From an optimization exercise on the open Yosys and OpenROAD flow, aimed at small area; shortcuts taken in it are not production practice. Only simulation tests tie the RTL to the original design; equivalence was not proved. Power is estimated from default activity; no workload was simulated.

`flow/run.sh`:
```
#!/bin/bash
# synth_recipe.tcl (not shown) runs the flow's synth.tcl, then flattens the netlist and writes it again
# the make line also repeats each setting of config.mk as NAME=value (left out here)
make -C /OpenROAD-flow-scripts/flow DESIGN_CONFIG=/design/flow/config.mk WORK_HOME=/design/flow/orfs CLKGATE_MAP_FILE= SYNTH_SCRIPT=/design/flow/synth_recipe.tcl finish
```
`flow/config.mk`:
```
export PLATFORM = sky130hd
export DESIGN_NAME = regfile_top
export DESIGN_NICKNAME = regfile_top
export VERILOG_FILES = /design/flow/design.v
export SDC_FILE = /design/flow/constraint.sdc
export NUM_CORES = 4
export LEC_CHECK = 0
export CAP_MARGIN = 20
export CORE_MARGIN = 2
export CORE_UTILIZATION = 40
export SLEW_MARGIN = 20
```
`flow/constraint.sdc`:
```
create_clock -name core_clock -period 8.0 [get_ports {clk}]
set_input_delay 1.6000 -clock core_clock [delete_from_list [all_inputs] [get_ports {clk}]]
set_output_delay 1.6000 -clock core_clock [all_outputs]
set_load 0.01 [all_outputs]
```
`flow/design.v`:
```
package rv_pkg;
    localparam int XLEN_DEF = 32;
    localparam int REG_AW   = 5;
    localparam int REG_ZERO = 0;
    typedef logic [REG_AW-1:0]   reg_addr_t;
    typedef logic [XLEN_DEF-1:0] xword_t;
endpackage
module regfile_rd_port
#(
    parameter int XLEN   = 32,
    parameter int NREGS  = 32,
    parameter int NWR    = 1,
    parameter int BYPASS = 1,
    parameter int AW     = $clog2(NREGS)
) (
    input  logic                  rst_n,
    input  logic [AW-1:0]         addr,
    input  logic [NREGS*XLEN-1:0] regs,
    input  logic [NREGS-1:0]      busy_vec,
    input  logic [NWR-1:0]        wr_en,
    input  logic [NWR*AW-1:0]     wr_addr,
    input  logic [NWR*XLEN-1:0]   wr_data,
    output logic [XLEN-1:0]       data,
    output logic                  busy
);
    always_comb begin
        data = regs[addr*XLEN +: XLEN];
        busy = busy_vec[addr];
        if (BYPASS != 0 && rst_n) begin
            for (int j = 0; j < NWR; j++) begin
                if (wr_en[j] && wr_addr[j*AW +: AW] == addr) begin
                    data = wr_data[j*XLEN +: XLEN];
                    busy = 1'b0;
                end
            end
        end
        if (int'(addr) == rv_pkg::REG_ZERO) begin
            data = '0;
            busy = 1'b0;
        end
    end
endmodule
module regfile_mp
#(
    parameter int XLEN   = rv_pkg::XLEN_DEF,
    parameter int NREGS  = 32,
    parameter int NRD    = 2,
    parameter int NWR    = 1,
    parameter int NISS   = 1,
    parameter int BYPASS = 1,
    parameter int AW     = $clog2(NREGS)
) (
    input  logic                clk,
    input  logic                rst_n,
    input  logic [NRD*AW-1:0]   rd_addr,
    output logic [NRD*XLEN-1:0] rd_data,
    output logic [NRD-1:0]      rd_busy,
    input  logic [NWR-1:0]      wr_en,
    input  logic [NWR*AW-1:0]   wr_addr,
    input  logic [NWR*XLEN-1:0] wr_data,
    input  logic [NISS-1:0]     iss_en,
    input  logic [NISS*AW-1:0]  iss_rd,
    output logic                busy_any
);
    logic [XLEN-1:0]  regs [NREGS];
    logic [NREGS*XLEN-1:0] regs_flat;
    logic [NREGS-1:0] busy;
    logic [NREGS-1:0] next_busy;
    always_comb begin
        next_busy = busy;
        for (int j = 0; j < NWR; j++) begin
            if (wr_en[j]) begin
                next_busy[wr_addr[j*AW +: AW]] = 1'b0;
            end
        end
        for (int i = 0; i < NISS; i++) begin
            if (iss_en[i]) begin
                next_busy[iss_rd[i*AW +: AW]] = 1'b1;
            end
        end
        next_busy[0] = 1'b0;
    end
    always_ff @(posedge clk or negedge rst_n) begin
        if (!rst_n) begin
            for (int r = 0; r < NREGS; r++) begin
                regs[r] <= '0;
            end
            busy <= '0;
        end else begin
            for (int j = 0; j < NWR; j++) begin
                if (wr_en[j] && wr_addr[j*AW +: AW] != '0) begin
                    regs[wr_addr[j*AW +: AW]] <= wr_data[j*XLEN +: XLEN];
                end
            end
            busy <= next_busy;
        end
    end
    always_comb begin
        for (int r = 0; r < NREGS; r++) begin
            regs_flat[r*XLEN +: XLEN] = regs[r];
        end
    end
    always_comb begin
        busy_any = |busy;
    end
    for (genvar k = 0; k < NRD; k++) begin : g_rd
        regfile_rd_port #(
            .XLEN   (XLEN),
            .NREGS  (NREGS),
            .NWR    (NWR),
            .BYPASS (BYPASS),
            .AW     (AW)
        ) u_rd_port (
            .rst_n    (rst_n),
            .addr     (rd_addr[k*AW +: AW]),
            .regs     (regs_flat),
            .busy_vec (busy),
            .wr_en    (wr_en),
            .wr_addr  (wr_addr),
            .wr_data  (wr_data),
            .data     (rd_data[k*XLEN +: XLEN]),
            .busy     (rd_busy[k])
        );
    end
endmodule
module regfile_top (
    input  logic         clk,
    input  logic         rst_n,
    input  logic [19:0]  rd_addr,
    output logic [127:0] rd_data,
    output logic [3:0]   rd_busy,
    input  logic [1:0]   wr_en,
    input  logic [9:0]   wr_addr,
    input  logic [63:0]  wr_data,
    input  logic [1:0]   iss_en,
    input  logic [9:0]   iss_rd,
    output logic         busy_any
);
    regfile_mp #(
        .XLEN   (32),
        .NREGS  (32),
        .NRD    (4),
        .NWR    (2),
        .NISS   (2),
        .BYPASS (1)
    ) u_rf (
        .clk      (clk),
        .rst_n    (rst_n),
        .rd_addr  (rd_addr),
        .rd_data  (rd_data),
        .rd_busy  (rd_busy),
        .wr_en    (wr_en),
        .wr_addr  (wr_addr),
        .wr_data  (wr_data),
        .iss_en   (iss_en),
        .iss_rd   (iss_rd),
        .busy_any (busy_any)
    );
endmodule
```
==> flow_summary.yaml <==
status:
  status: "no timing/DRC/antenna violations"
logic_synthesis:
  synth_area_leaders: "dfrtp_1 30%, mux2i_1 24%, mux4_2 17%"
  synth_ff_type: "dfrtp_1"
  netlist_instances: 8705
  synth-seq-cells: 1055
  yosys.area.top_type: "dfrtp_1"
  synth_area_per_cell_um2: 10.0
  synth_edf_count: 0
  yosysWarnings: 3
  ys_seq_area_share_pct: 30.2
  synth_nets: 8834
  synth_top_area_share_pct: 30.2
  async_flop_share_pct: 100
  synth_area_um2: 87400
  synth_cell_type_count: 64
sta:
  worst_slew_pin_slew_ns: 1.31
  post-route-min-period_ns: 7.67
  rsz0062_at_grt: "false"
  slew_viol_final: 0
  tns_ns: 0
  hold_viol_final: 0
  final.period_utilization_pct: 95.8
  setup_viol: 0
  finalClockSkew_ns: 0
  whs_ns: 0.441
  max_clock_freq_mhz: 130
  relSlewSlack_pct: 12.9
routing:
  wl_met3_um: 61000
  drt-total-wl_um: 413000
  wl_met2_um: 171000
  via_per_inst: 7.05
  firstDrtPassIters: 9
  wl_per_cell_um: 36.6
  via_count: 79500
  drt-initial-drc-count: 13900
  drc: 0
  highest_layer: "met5"
  drt-met1-wl_um: 151000
  ant_nets: 0
clock_tree:
  htree_levels: 4
  clk_pin_slew_ns: 0.06
  cts_buffers: 132
  cts-root-buf: "clkbuf_16"
  clock-sinks: 1055
  postCtsSetupBuffers: 0
  clock_latency_ns: 0.78
  cts_tree: "yes"
  hold_buffers: 0
  ctsLongestPathBuffers: 3
  postCtsResizedCells: 0
cells_and_area:
  nets: 8454
  fin_area_um2: 96400
  multiInputGateArea_um2: 56500
  final_cell_mix: "2,059 x mux2i_1, 1,055 x dfrtp_1, 962 x nor2_1"
  regArea_um2: 26400
  syn2layout_area_growth_pct: 10.2
  n_fill_cell: 20000
  drive_above_1_share_pct: 16.8
  layout_commonest_cell: "mux2i_1"
floorplan:
  start_util_pct: 40.2
  core_area_um2: 217000
  die_width_um: 471
  fp-row-count: 171
  die_h_um: 471
  die-area_um2: 222000
  ios: 243
place:
  port_buffers: 242
  dp_hpwl_um: 253000
  place_area_um2: 92000
  place.gp.congestion: 0.968
power_and_ir_drop:
  irDropWorstVdd_v: 0.000257
  leakagePower_nw: 40.9
  power_density_nw_per_um2: 238
global_route:
  grt_max_degree: 153
  grt_pass1_vias: 75600
  grt_usage_pct: 36.1
  antenna_found_initial: 15
  grt_pass1_wl_um: 580000
  gr-total-overflow: 0
worst_setup_path:
  worstPathRequired_ns: 6.40
  path_class: "in -> out"
  crit_fanout: 13
  cp-start-kind: "input pin"
  worstSetupEndpointType: "output port"
  crit_arrival_ns: 6.07
run:
  cap_violations: 0
hold_path:
  hold_class: "reg -> reg"
==> layout make-up <==
class | instances | share of cell area [%]
diodes | 7 | 0.0182
clock inverters | 37 | 0.464
multi-input cells | 6542 | 58.6
flip-flops and latches | 1055 | 27.4
inverters | 17 | 0.0662
clock buffers | 187 | 3.91
repair buffers | 577 | 5.84
well taps | 2854 | 3.71
==> kinds of logic (layout without fill, tap and decap cells) <==
logic type	Yosys count	count (layout)	share of synthesized area, %
other	0	7	0
flip-flops	1055	1055	30.2
XOR/XNOR	51	51	0.511
multiplexers	2735	2735	40.9
AO/OA/AOI/OAI	1833	1833	13.0
adder cells (fa/ha/maj)	19	19	0.272
AND/OR/NAND/NOR	1904	1904	9.18
buffers and inverters	1108	818	5.94
==> where the power goes <==
group | leakage, nW | switching, W | internal [W] | total, W
combinational | 26.1 | 0.00389 | 0.00413 | 0.00802
clock | 2.07 | 0.00269 | 0.00343 | 0.00612
sequential | 12.7 | 0.00199 | 0.00678 | 0.00877
total | 40.9 | 0.00857 | 0.0143 | 0.0229
==> layer usage <==
metal | vias up | GRT usage, %
met5 | - | 0
met4 | 22 | 21.5
met3 | 1661 | 13.3
met2 | 7028 | 51.4
met1 | 39000 | 46.8
li1 | 31800 | -
==> worst paths after layout <==
path,startpoint,to,slack (ns),depth (start not counted)
min in group asynchronous,rst_n,u_rf.busy[20]$_DFF_PN0_,0.69,1
worst min register to register,u_rf.regs[0][26]$_DFF_PN0_,u_rf.regs[0][26]$_DFF_PN0_,0.44,0
worst max-delay path,rd_addr[13],rd_data[64],0.33,8
worst max register to register,u_rf.busy[5]$_DFF_PN0_,u_rf.busy[5]$_DFF_PN0_,7.08,2
max in group asynchronous,rst_n,u_rf.regs[1][16]$_DFF_PN0_,3.46,5
worst min-delay path,u_rf.regs[0][26]$_DFF_PN0_,u_rf.regs[0][26]$_DFF_PN0_,0.44,0
==> synthesized netlist by cell type (all sizes together), types with 4 or more instances <==
library cell and instances:
and2 6, nor2 986, mux2 8, or3 6, a22oi 315, nor3 110, nand3b 7, xor2 38
o22ai 133, nand2 536, or2 7, o211ai 7, a311oi 32, ha 19, nand4 4, nor4 55
inv 17, buf 534, mux2i 2059, clkbuf 557, mux4 668, nand3 132, a21oi 907, a211oi 96
nand2b 11, o21ai 209, a32oi 9, nor3b 7, o221ai 106, nor2b 18, and3 10, xnor2 13
dfrtp 1055
==> through the flow <==
stage          cells  utilization (%)  power (W)  worst slack, ns
2_1_floorplan   8705                -     0.0137             3.14
3_3_place_gp   11000             42.4     0.0163            0.610
3_5_place_dp   11000             42.4     0.0165            0.554
4_1_cts        11300             44.3     0.0226            0.552
5_1_grt        11300             44.4     0.0237            0.494
6_report       11300             44.4     0.0229            0.333
==> registers in the layout, summed over array words and instances (netlist names) <==
name and count:
u_rf.busy 31, u_rf.regs 1024
==> worst max-delay path, cell delays in order <==
cell and delay (ns):
clkdlybuf4s50_1 1.06, or3_2 0.74, buf_4 0.40, o22ai_1 0.12, nor4_1 0.68, nor2_1 0.21
a311oi_1 0.55, clkdlybuf4s50_1 0.67

## separate check: timing with driven ports
How much do the figures lean on ideal ports? The routed layout below was timed once more, with nothing changed but the port constraints. Step 1 sets driving cells, clkbuf_16 on the clock port and buf_2 on the other inputs (assumed; they add their load-dependent delay and slew). Step 2, shift: input delay + t, output delay - t, t = (earliest + latest rising clock arrival at the registers) / 2. This alone moves slack from input paths to output paths. a / b / c = ideal / step 1 / step 2; a / b = the first two.
shift t [ns]: 0.902
setup slack, ns: 0.333 / 0.312 / 0.312
worst setup path after step 2: input to output
worst slew at a driven data input, ns: 0.08
pins driven straight from the clock port: 1
After both steps setup and hold are still met in this run. For this run, drivers alone change the setup slack by -0.021 ns; drivers and shift together by -0.021 ns.
